This design comes from an exercise in tuning for small area, a short achievable clock period and few clock cycles on the open sky130 flow, not from production work.
Function was checked by simulation only, so behaviour that the tests miss may differ from the original.
Power and IR drop assume default switching activity.

==> flow/config.mk <==
export PLATFORM = sky130hd
export DESIGN_NAME = mips_cpu_muldiv
export DESIGN_NICKNAME = mips_cpu_muldiv
export VERILOG_FILES = /design/flow/design.v
export SDC_FILE = /design/flow/constraint.sdc
export NUM_CORES = 4
export LEC_CHECK = 0
export ABC_CLOCK_PERIOD_IN_PS = 3000
export CAP_MARGIN = 20
export CORE_MARGIN = 2
export CORE_UTILIZATION = 40
export SETUP_SLACK_MARGIN = 5
export SLEW_MARGIN = 20
==> flow/constraint.sdc <==
create_clock -name core_clock -period 11.0 [get_ports {clk}]
set_input_delay 2.2000 -clock core_clock [delete_from_list [all_inputs] [get_ports {clk}]]
set_output_delay 2.2000 -clock core_clock [all_outputs]
set_load 0.01 [all_outputs]
==> flow/design.v <==
package mips_cpu_muldiv_pkg;
  typedef enum logic [2:0] {
    MULT  = 3'd0,
    MULTU = 3'd1,
    DIV   = 3'd2,
    DIVU  = 3'd3,
    MTHI  = 3'd4,
    MTLO  = 3'd5
  } muldiv_op_t;
endpackage
module mips_cpu_muldiv_cls (
  input  logic [35:0] v,
  output logic [5:0]  n
);
  logic [63:0] m;
  assign m = {v[34:0] ^ {35{v[35]}}, 1'b1, 28'd0};
  logic [31:0]  v1;  logic [31:0]  c1;
  logic [15:0]  v2;  logic [31:0]  c2;
  logic [7:0]   v3;  logic [23:0]  c3;
  logic [3:0]   v4;  logic [15:0]  c4;
  logic [1:0]   v5;  logic [9:0]   c5;
  logic [5:0]   c6;
  for (genvar g = 0; g < 32; g++) begin : g_l1
    assign v1[g] = m[2*g+1] | m[2*g];
    assign c1[g] = ~m[2*g+1];
  end
  for (genvar g = 0; g < 16; g++) begin : g_l2
    assign v2[g] = v1[2*g+1] | v1[2*g];
    assign c2[2*g+1:2*g] = v1[2*g+1] ? {1'b0, c1[2*g+1]} : {1'b1, c1[2*g]};
  end
  for (genvar g = 0; g < 8; g++) begin : g_l3
    assign v3[g] = v2[2*g+1] | v2[2*g];
    assign c3[3*g+2:3*g] = v2[2*g+1] ? {1'b0, c2[4*g+3:4*g+2]} : {1'b1, c2[4*g+1:4*g]};
  end
  for (genvar g = 0; g < 4; g++) begin : g_l4
    assign v4[g] = v3[2*g+1] | v3[2*g];
    assign c4[4*g+3:4*g] = v3[2*g+1] ? {1'b0, c3[6*g+5:6*g+3]} : {1'b1, c3[6*g+2:6*g]};
  end
  for (genvar g = 0; g < 2; g++) begin : g_l5
    assign v5[g] = v4[2*g+1] | v4[2*g];
    assign c5[5*g+4:5*g] = v4[2*g+1] ? {1'b0, c4[8*g+7:8*g+4]} : {1'b1, c4[8*g+3:8*g]};
  end
  assign c6 = v5[1] ? {1'b0, c5[9:5]} : {1'b1, c5[4:0]};
  assign n  = c6;
endmodule
module mips_cpu_muldiv_add #(
  parameter int W = 64
) (
  input  logic [W-1:0] a,
  input  logic [W-1:0] b,
  input  logic         ci,
  output logic [W-1:0] s
);
  localparam int L = $clog2(W);
  logic [W-1:0] g [L+1];
  logic [W-1:0] p [L+1];
  logic [W-1:0] c;
  assign g[0] = a & b;
  assign p[0] = a ^ b;
  for (genvar l = 0; l < L; l++) begin : g_lvl
    for (genvar i = 0; i < W; i++) begin : g_bit
      if (((i >> l) & 1) == 1) begin : g_op
        localparam int J = ((i >> l) << l) - 1;
        assign g[l+1][i] = g[l][i] | (p[l][i] & g[l][J]);
        assign p[l+1][i] = p[l][i] & p[l][J];
      end else begin : g_pass
        assign g[l+1][i] = g[l][i];
        assign p[l+1][i] = p[l][i];
      end
    end
  end
  assign c[0] = ci;
  for (genvar i = 1; i < W; i++) begin : g_c
    assign c[i] = g[L][i-1] | (p[L][i-1] & ci);
  end
  assign s = p[0] ^ c;
endmodule
import mips_cpu_muldiv_pkg::*;
module mips_cpu_muldiv (
  input  logic        clk,
  input  logic        rst,
  input  logic        start,
  input  logic [2:0]  op,
  input  logic [31:0] a,
  input  logic [31:0] b,
  input  logic        flush,
  output logic        busy,
  output logic        done,
  output logic        div_by_zero,
  output logic [31:0] hi,
  output logic [31:0] lo
);
  localparam logic [1:0] PH_DSET = 2'd0, PH_MITER = 2'd1, PH_DITER = 2'd2, PH_DFIN = 2'd3;
  mips_cpu_muldiv_pkg::muldiv_op_t bus_op;
  assign bus_op = mips_cpu_muldiv_pkg::muldiv_op_t'(op);
  logic        busy_q, done_q, dbz_q;
  logic [1:0]  ph_q;
  logic        sa_q, sb_q, dsub_q, last_q;
  logic [5:0]  cnt_q;
  logic [35:0] x_q, y_q;
  logic [63:0] p_q;
  logic [31:0] hi_q, lo_q;
  logic [5:0]  ca_q, cb_q;
  logic [5:0]  bc_q;           
  logic        accept, sgn_in, mul_in;
  logic [35:0] a_ext, b_ext;
  assign accept = start & ~flush & ~busy_q;
  assign sgn_in = (bus_op == MULT) | (bus_op == DIV);
  assign mul_in = (bus_op == MULT) | (bus_op == MULTU);
  assign a_ext  = {{4{sgn_in & a[31]}}, a};
  assign b_ext  = {{4{sgn_in & b[31]}}, b};
  logic [34:0] eqa, eqb;
  logic [8:1]  ta, tb, tm;
  logic [8:0]  hm;             
  logic        swap;
  logic [35:0] mpl, mcd, ynorm;
  logic [3:0]  jm;
  assign eqa = ~(a_ext[34:0] ^ {35{a_ext[35]}});
  assign eqb = ~(b_ext[34:0] ^ {35{b_ext[35]}});
  for (genvar j = 1; j <= 8; j++) begin : g_therm
    assign ta[j] = &eqa[34:35-4*j];
    assign tb[j] = &eqb[34:35-4*j];
  end
  assign swap = |(ta & ~tb);                     
  assign tm   = swap ? ta : tb;
  assign hm   = {tm[8], tm[7:1] & ~tm[8:2], ~tm[1]};
  assign mpl  = swap ? a_ext : b_ext;
  assign mcd  = swap ? b_ext : a_ext;
  always_comb begin
    ynorm = 36'd0;
    for (int j = 0; j <= 8; j++)
      ynorm = ynorm | ({36{hm[j]}} & (mpl << (4 * j)));
  end
  assign jm = {hm[8], |hm[7:4], hm[7] | hm[6] | hm[3] | hm[2], hm[7] | hm[5] | hm[3] | hm[1]};
  logic [5:0]  ca, cb;
  logic        div_early;
  mips_cpu_muldiv_cls u_cls_a (.v(a_ext), .n(ca));
  mips_cpu_muldiv_cls u_cls_b (.v(b_ext), .n(cb));
  assign div_early = {1'b0, ca} > ({1'b0, cb} + {6'd0, a_ext[35]});
  logic [6:0]  s_full;
  logic [4:0]  s_div;
  assign s_full = {1'b0, cb_q} - {1'b0, ca_q} + {6'd0, sa_q};
  assign s_div  = (s_full[5:0] > 6'd31) ? 5'd31 : s_full[4:0];
  function automatic logic [5:0] booth2(input logic [4:0] w);
    logic [5:0] r;
    r[5] = w[4];
    r[4] = (w[4] & ~w[3] & ~w[2]) | (~w[4] & w[3] & w[2]);
    r[3] = w[3] ^ w[2];
    r[2] = w[2];
    r[1] = (w[2] & ~w[1] & ~w[0]) | (~w[2] & w[1] & w[0]);
    r[0] = w[1] ^ w[0];
    booth2 = r;
  endfunction
  logic        miter;
  logic [63:0] xs, m1, m0, t1, t2, t3, cs_s, cs_c, sum;
  assign miter = (ph_q == PH_MITER);
  assign xs    = {{28{x_q[35]}}, x_q};
  assign m1 = bc_q[3] ? xs : (bc_q[4] ? {xs[62:0], 1'b0} : 64'd0);
  assign m0 = bc_q[0] ? xs : (bc_q[1] ? {xs[62:0], 1'b0} : 64'd0);
  assign t1 = miter ? {p_q[59:0], 1'b0, bc_q[5], 2'b00} : p_q;
  assign t2 = miter ? {(bc_q[5] ? ~m1[61:0] : m1[61:0]), 2'b00} : 64'd0;
  assign t3 = miter ? (bc_q[2] ? ~m0 : m0) : (dsub_q ? ~xs : xs);
  assign cs_s = t1 ^ t2 ^ t3;
  assign cs_c = {((t1[62:0] & t2[62:0]) | (t1[62:0] & t3[62:0]) | (t2[62:0] & t3[62:0])),
                 miter ? bc_q[2] : dsub_q};
  mips_cpu_muldiv_add #(.W(64)) u_add (.a(cs_s), .b(cs_c), .ci(1'b0), .s(sum));
  logic [35:0] rr, tt;
  logic        tzero, dacc;
  assign rr    = p_q[35:0];
  assign tt    = sum[35:0];
  assign tzero = dsub_q ? (rr == x_q) : ((rr ^ x_q) == {(rr[34:0] | x_q[34:0]), 1'b0});
  assign dacc  = sa_q ? (tt[35] | tzero) : ~tt[35];
  logic [31:0] qneg;
  assign qneg = -y_q[31:0];
  always_ff @(posedge clk) begin
    if (rst) begin
      busy_q <= 1'b0;
      done_q <= 1'b0;
      dbz_q  <= 1'b0;
      hi_q   <= '0;
      lo_q   <= '0;
    end else begin
      done_q <= 1'b0;
      dbz_q  <= 1'b0;
      if (!busy_q) begin
        if (accept) begin
          case (bus_op)
            MTHI: begin hi_q <= a; done_q <= 1'b1; end
            MTLO: begin lo_q <= a; done_q <= 1'b1; end
            MULT, MULTU: busy_q <= 1'b1;
            DIV, DIVU: begin
              if (b == 32'd0) begin
                done_q <= 1'b1;
                dbz_q  <= 1'b1;
              end else if (div_early) begin
                hi_q   <= a;
                lo_q   <= 32'd0;
                done_q <= 1'b1;
              end else busy_q <= 1'b1;
            end
            default: ;
          endcase
        end
      end else if (flush) begin
        busy_q <= 1'b0;
      end else begin
        case (ph_q)
          PH_MITER: if (last_q) begin
            {hi_q, lo_q} <= sum;
            done_q <= 1'b1;
            busy_q <= 1'b0;
          end
          PH_DFIN: begin
            hi_q   <= p_q[31:0];
            lo_q   <= (sa_q ^ sb_q) ? qneg : y_q[31:0];
            done_q <= 1'b1;
            busy_q <= 1'b0;
          end
          default: ;
        endcase
      end
    end
  end
  always_ff @(posedge clk) begin
    if (!busy_q) begin
      sa_q   <= a_ext[35];
      sb_q   <= b_ext[35];
      dsub_q <= (a_ext[35] == b_ext[35]);
      ca_q   <= ca;
      cb_q   <= cb;
      if (mul_in) begin
        ph_q   <= PH_MITER;
        x_q    <= mcd;
        y_q    <= ynorm;
        bc_q   <= booth2(ynorm[35:31]);
        p_q    <= 64'd0;
        cnt_q  <= {2'b0, jm};
        last_q <= hm[8];
      end else begin
        ph_q   <= PH_DSET;
        x_q    <= b_ext;
        p_q    <= {{28{a_ext[35]}}, a_ext};
      end
    end else begin
      case (ph_q)
        PH_DSET: begin
          ph_q   <= PH_DITER;
          x_q    <= x_q << s_div;
          y_q    <= 36'd0;
          cnt_q  <= {1'b1, ~s_div};
          last_q <= s_div == 5'd0;
        end
        PH_MITER: begin
          p_q    <= sum;
          y_q    <= {y_q[31:0], 4'd0};
          bc_q   <= booth2(y_q[31:27]);
          cnt_q  <= cnt_q + 6'd1;
          last_q <= cnt_q == 6'd7;
        end
        PH_DITER: begin
          if (dacc) p_q[35:0] <= tt;
          y_q    <= {y_q[34:0], dacc};
          x_q    <= {x_q[35], x_q[35:1]};
          cnt_q  <= cnt_q + 6'd1;
          last_q <= cnt_q == 6'd62;
          if (last_q) ph_q <= PH_DFIN;
        end
        default: ;
      endcase
    end
  end
  assign busy        = busy_q;
  assign done        = done_q;
  assign div_by_zero = dbz_q;
  assign hi          = hi_q;
  assign lo          = lo_q;
endmodule
==> flow/run.sh <==
#!/bin/bash
# synth_recipe.tcl (not shown) runs the flow's synth.tcl, then flattens the netlist and writes it again
# the make line also repeats each setting of config.mk as NAME=value (left out here)
make -C /OpenROAD-flow-scripts/flow DESIGN_CONFIG=/design/flow/config.mk WORK_HOME=/design/flow/orfs CLKGATE_MAP_FILE= SYNTH_SCRIPT=/design/flow/synth_recipe.tcl finish
==> flow_summary.yaml <==
floorplanning:
  dieWidth_um: 255
  die_h_um: 255
  start_util: 0.403
  pin_count: 138
  dieArea_um2: 65200
  rows: 92
  core_area_um2: 62700
setup_path:
  crit_type: "input port to flip-flop"
  crit_slowest_cell: "or3b_4"
  worstPathMaxFanout: 7
  worstSetupEndpointType: "flip-flop"
  worstPathRequired_ns: 11.43
  cp_slowest_stage_delay_ns: 0.46
  critPathLaunchType: "input port"
  cp_data_arrival_time_ns: 6.90
  cp_common_cell: "buf_12"
synthesis:
  synth_warnings: 4
  synth_mux_area_frac: 0.0743
  synth_area_per_cell_um2: 8.10
  syn-cell-area_um2: 25300
  yosysTopAreaCell: "edfxtp_1"
  async_flop_share: 0
  synthXorXnorAreaFrac: 0.0762
  synth_compound_area_frac: 0.258
  ys_types: 88
  synth-adder-area-share: 0.116
  synth_area_leaders: "edfxtp_1 19%, ha_1 6.3%, dfxtp_1 5.3%"
  synth.top_cell.area_share: 0.192
  ys.flop_type: "edfxtp_1"
  synthSimpleGateAreaFrac: 0.163
  synth_nets: 3388
  synthCells: 3123
  yosysSeqAreaShare: 0.245
  synth_edf_count: 162
  ys_ff_latch: 229
  synth_top_family_by_area: "compound AO/OA/AOI/OAI gates"
drt:
  wl_per_cell_um: 29.8
  ant_nets: 0
  totalWireLength_um: 120000
  vias_per_cell: 6.62
  drc: 0
  dr.pass1.iters: 8
  drtIter0Drc: 3575
  vias: 26700
cells_and_area:
  drive_above_1_share: 0.146
  nets: 3428
  fillerInstances: 6035
  post-route-util: 0.482
  final_common_cell: "nand2_1"
  final_cells: 4031
  final_cell_mix: "344 x nand2_1, 192 x nor2_1, 184 x o21ai_0"
  diodes: 0
  syn_to_final_growth_pct: 19.7
power_and_ir_drop:
  finalPower_mw: 5.52
  ir_drop_uv: 128
  powerDensity_nw_per_um2: 182
  leakagePower_nw: 11.8
worst_hold_path:
  hold_path.class: "flip-flop to flip-flop"
grt:
  antenna_found_initial: 5
  first_global_vias: 25000
  grt-ovfl-total: 0
  grt_max_degree: 78
  grt.total_usage: 0.352
  grt_pass1_wl_um: 173000
timing:
  fin_setup_tns_ns: 0
  finalSetupViolations: 0
  fin_crit_sh: 0.588
  hold_viol: 0
  period_needed_ns: 6.47
  rsz0062_at_grt: "yes"
  relSlewSlack: 0.213
  setup_slack_ns: 4.53
  fin_skew_ns: 0.0196
  slew_violations: 0
  max_freq_mhz: 155
  tightest_slew_ns: 1.17
place:
  place_hpwl_um: 86700
  gp_congestion: 0.980
  dp.cells: 3904
  portBuffers: 137
  place_ws_ns: 2.15
cts:
  cts_hold_buf: 0
  clockRootBuffer: "clkbuf_16"
  clock_sink_count: 229
  htreeDepth: 1
  cts_tree: "done"
  numCtsBuffers: 29
  clockBufferDepth: 3
  clk_pin_slew_ns: 0.06
  insertion_delay_ns: 0.61
run_status:
  status: "complete, no violations"
flow_run:
  maxCapViolCount: 0
[Yosys cell counts, types with 35 or more instances]
cell type	instances
a211oi_1	53
a21oi_1	168
a22o_1	36
a22oi_1	80
and2_1	39
clkbuf_1	228
dfxtp_1	67
edfxtp_1	162
fa_1	67
ha_1	127
inv_1	162
mux2_2	53
mux2i_1	115
nand2_1	349
nand3_1	48
nor2_1	233
nor3_1	50
o21ai_0	207
o221ai_1	52
o22ai_1	74
o31ai_1	35
xnor2_1	115
xor2_1	105
[sequential cells by signal, indices dropped and copies added (netlist names)]
register / count
dbz_q: 1
cnt_q: 6
sa_q: 1
cb_q: 6
ph_q: 2
p_q: 64
done_q: 1
y_q: 32
busy_q: 1
sb_q: 1
last_q: 1
ca_q: 6
x_q: 36
dsub_q: 1
lo_q: 32
hi_q: 32
bc_q: 6
[routing by layer]
metal	track usage	share of wire	vias to the layer above
li1	-	-	11600
met1	0.481	0.41	13200
met2	0.550	0.45	1634
met3	0.0556	0.098	283
met4	0.148	0.045	2
met5	0	0.00011	-
[worst paths after layout]
check	cells past startpoint	end	slack, ns	from
min	2	hi_q[21]$_SDFFE_PP0P_	0.48	hi_q[21]$_SDFFE_PP0P_
min reg2reg	2	hi_q[21]$_SDFFE_PP0P_	0.48	hi_q[21]$_SDFFE_PP0P_
max reg2reg	20	hi_q[1]$_SDFFE_PP0P_	4.98	ph_q[1]$_SDFFCE_PN0P_
max	30	lo_q[16]$_SDFFE_PP0P_	4.53	op[2]
[repair_timing]
action                                  CTS  global route
endpoints found under the setup margin  221           141
cloned                                   10             2
pin swaps                                41            31
buffers inserted                         44            18
resized for setup                       293            79
[power by group]
group | internal, mW | switching (mW) | leakage, nW | total, mW
Sequential | 1.03 | 0.155 | 2.29 | 1.18
Combinational | 1.16 | 2.19 | 9.06 | 3.35
Clock | 0.555 | 0.425 | 0.462 | 0.979
[worst max-delay path, delay by kind of cell]
family          cells  cell delay (ns)
compound gates     12             2.02
buf+inv             6             0.79
simple gates        9             1.24
mux                 1             0.12
fa+ha+maj           2             0.49
[cells by family (layout without fill, tap and decap cells)]
group	Yosys count	count (layout)
and+or+nand+nor	900	900
AOI/OAI and AO/OA	966	967
DFF	229	229
muxes	176	176
buffers and inverters	438	499
adders and majority gates	194	194
xor gates and xnor gates	220	220
[final cells by class]
cell class / instances / area, um2 / area share
clock buffer: 43 / 842 / 0.0278
clock inverter: 10 / 103 / 0.00339
inverter: 166 / 638 / 0.0211
multi-input combinational: 2457 / 18500 / 0.611
sequential: 229 / 6210 / 0.205
tap: 846 / 1060 / 0.0350
timing repair buffer: 279 / 2900 / 0.0959
timing repair inverter: 1 / 8.76 / 0.000289
[through the flow]
stage	area, um2	hold slack [ns]
after global routing	30300	0.499
after global placement	27300	0.459
final	30300	0.479
after CTS	29700	0.476
after floorplan	25500	0.476
after detailed placement	27300	0.459
Testbench counts, summed over its fixed seeds: cycles 78,644.

[port drivers added, routing unchanged]
The flow's constraints put no driver on any port. The routed layout listed below was extracted and timed again, unchanged, in two steps. Step 1, drivers: a clkbuf_16 drives clk and a buf_2 each remaining input, both assumed. Step 2 adds t to the input delays and takes it off the output delays; t is the mean of the earliest and latest rising clock arrival at the registers after step 1. Input paths then give back, and output paths get back, about the clock's delay inside the block. Slacks: ideal / step 1 / step 2; pairs: ideal / step 1.
shift t [ns]: 0.667
setup slack, ns: 4.530 / 4.535 / 3.868
hold slack, ns: 0.479 / 0.479 / 0.479
clock arrival spread, ns: 0.020 / 0.020
After both steps setup and hold are still met in this run. For this run, drivers alone change the setup slack by +0.005 ns; drivers and shift together by -0.662 ns.
